This design comes from an exercise in tuning for small area on the open sky130 flow, not from production work. Function was checked by simulation only, so behaviour that the tests miss may differ from the original.

==> inputs of v7 <==
==> flow/design.v <==
module m_scale_bias_loader #(
  parameter int ROWS = 4,
  parameter int COLS = 4
) (
  input  logic                                 clk,
  input  logic                                 rst,
  input  logic                                 start,
  input  logic                                 abort,
  input  logic                                 in_valid,
  output logic                                 in_ready,
  input  logic [15:0]                          in_data,
  input  logic                                 swap_req,
  output logic [ROWS-1:0][COLS-1:0][1:0][15:0] scaleMM,
  output logic [ROWS-1:0][COLS-1:0][15:0]      biasMM,
  output logic                                 params_valid,
  output logic                                 busy,
  output logic                                 done,
  output logic                                 err
);
  localparam int RC     = ROWS * COLS;
  localparam int NWORDS = 3 * RC;
  localparam int IDX_W  = $clog2(NWORDS);
  localparam logic [IDX_W-1:0] LAST_IDX = IDX_W'(NWORDS - 1);
  logic                                 load_q, full_q;
  logic [IDX_W-1:0]                     idx_q;
  logic [NWORDS-1:0][15:0]              shadow_q;
  logic [ROWS-1:0][COLS-1:0][1:0][15:0] scale_q;
  logic [ROWS-1:0][COLS-1:0][15:0]      bias_q;
  logic                                 pv_q, done_q, err_q;
  logic                                 accept, last, swap;
  assign in_ready = load_q;
  assign busy     = load_q | full_q;
  assign accept   = in_valid & load_q & ~abort;
  assign last     = (idx_q == LAST_IDX);
  assign swap     = full_q & swap_req & ~abort;
  always_ff @(posedge clk or posedge rst) begin
    if (rst) begin
      load_q <= 1'b0;
      full_q <= 1'b0;
      pv_q   <= 1'b0;
      done_q <= 1'b0;
      err_q  <= 1'b0;
    end else begin
      load_q <= load_q ? ~abort & ~(in_valid & last) : ~full_q & start & ~abort;
      full_q <= full_q ? ~abort & ~swap_req : accept & last;
      pv_q   <= pv_q | swap;
      done_q <= swap;
      err_q  <= busy & start & ~abort;
    end
  end
  always_ff @(posedge clk) begin
    if (!load_q)     idx_q <= '0;
    else if (accept) idx_q <= idx_q + 1'b1;
  end
  always_ff @(posedge clk) begin
    if (accept) shadow_q <= {shadow_q[NWORDS-2:0], ~in_data};
  end
  always_ff @(posedge clk) begin
    if (swap) begin
      for (int r = 0; r < ROWS; r++) begin
        for (int c = 0; c < COLS; c++) begin
          scale_q[r][c][0] <= shadow_q[NWORDS-1 - (r*COLS + c)];
          scale_q[r][c][1] <= shadow_q[NWORDS-1 - (RC + r*COLS + c)];
          bias_q[r][c]     <= shadow_q[NWORDS-1 - (2*RC + r*COLS + c)];
        end
      end
    end
  end
  assign scaleMM      = ~(scale_q | {(2*RC*16){~pv_q}});
  assign biasMM       = ~(bias_q  | {(RC*16){~pv_q}});
  assign params_valid = pv_q;
  assign done         = done_q;
  assign err          = err_q;
endmodule
==> flow/flow/run.sh <==
#!/bin/bash
set -euo pipefail
bash standard.sh BUFFER_PORTS_ARGS="-buffer_cell sky130_fd_sc_hd__buf_1" finish > standard_make.log 2>&1
==> flow/standard.sh <==
#!/bin/bash
# synth_recipe.tcl (not shown) runs the flow's synth.tcl, then flattens the netlist and writes it again
# the make line also repeats each setting of config.mk as NAME=value (left out here)
make -C /OpenROAD-flow-scripts/flow DESIGN_CONFIG=/design/flow/config.mk WORK_HOME=/design/flow/orfs CLKGATE_MAP_FILE= SYNTH_SCRIPT=/design/flow/synth_recipe.tcl "${@:-finish}"
==> flow/config.mk <==
export PLATFORM = sky130hd
export DESIGN_NAME = m_scale_bias_loader
export DESIGN_NICKNAME = m_scale_bias_loader
export VERILOG_FILES = /design/flow/design.v
export SDC_FILE = /design/flow/constraint.sdc
export NUM_CORES = 4
export LEC_CHECK = 0
export ABC_AREA = 1
export CAP_MARGIN = 20
export CORE_MARGIN = 2
export CORE_UTILIZATION = 88
export CTS_BUF_LIST = sky130_fd_sc_hd__clkbuf_8
export CTS_CLUSTER_DIAMETER = 60
export CTS_CLUSTER_SIZE = 16
export SLEW_MARGIN = 20
==> flow/constraint.sdc <==
create_clock -name core_clock -period 5.0 [get_ports {clk}]
set_input_delay 1.0000 -clock core_clock [delete_from_list [all_inputs] [get_ports {clk}]]
set_output_delay 1.0000 -clock core_clock [all_outputs]
set_load 0.01 [all_outputs]
==> v2: changes against v7 <==
--- a/flow/config.mk
+++ b/flow/config.mk
@@ -9,5 +9,5 @@
 export CAP_MARGIN = 20
 export CORE_MARGIN = 2
-export CORE_UTILIZATION = 88
+export CORE_UTILIZATION = 80
 export CTS_BUF_LIST = sky130_fd_sc_hd__clkbuf_8
 export CTS_CLUSTER_DIAMETER = 60
==> summary of the runs <==
Synthesized cell count is the same in v7 and v2.
In area after synthesis, v2 and v7 do not differ.
v2 ran to the end with no violations. v7 stopped in detailed placement.
==> figures <==
|  | v7 | v2 |
|---|---|---|
| Status | stopped before the end | no timing/DRC/antenna violations |
| Failing step | detailed placement | - |
| Share of the synthesized area in compound gates (AO/OA/AOI/OAI) | 0.0700% | 0.0700% |
| Effective utilization at floorplan | 88.9% | 81.1% |
| Die extent in y | 242 um | 254 um |
| Avg Cell Area, Syn | 20.2 um2 | 20.2 um2 |
| Die W | 242 um | 254 um |
| Ys Warns | 1 | 1 |
| Cell type with the largest total area after synthesis | sky130_fd_sc_hd__edfxtp_1 | sky130_fd_sc_hd__edfxtp_1 |
| Distinct cell type count of the synthesized netlist | 19 | 19 |
| Fraction of synthesized cell area taken by the top area cell type | 92.2% | 92.2% |
| Final GP Congestion | 0.965 | 0.958 |
| Proportion of synthesized chip area in sequential cells | 92.7% | 92.7% |
| Total I/O pin count | 795 | 795 |
| FP Rows | 87 | 91 |
| Simple-gate area share of the yosys netlist | 6.10% | 6.10% |
| Multiplexer share of the synthesized area | 0% | 0% |
| Most instantiated flip-flop cell in the synthesis netlist | sky130_fd_sc_hd__edfxtp_1 | sky130_fd_sc_hd__edfxtp_1 |
| Most used standard cell by instance count after synthesis | sky130_fd_sc_hd__edfxtp_1 | sky130_fd_sc_hd__edfxtp_1 |

## port drivers added, routing unchanged
Ports are ideal in the flow. The routed layout listed here was re-timed in OpenROAD.
Step 1: set_driving_cell puts a clkbuf_16 on clk and a buf_2 on each other input, an assumption about the parent block.
Step 2 times the ports against the registers' clock, not the clock port: input delays grow and output delays shrink by t, the midpoint of the rising clock arrivals with the driver on.
Slacks: ideal / step 1 / step 2; pairs: ideal / step 1.
run: v2
t, ns: 0.814
setup slack, ns: 1.171 / 1.105 / 1.779
pins driven straight from the clock port: 1
After both steps setup and hold are still met in v2. For v2, drivers alone change the setup slack by -0.066 ns; drivers and shift together by +0.608 ns.
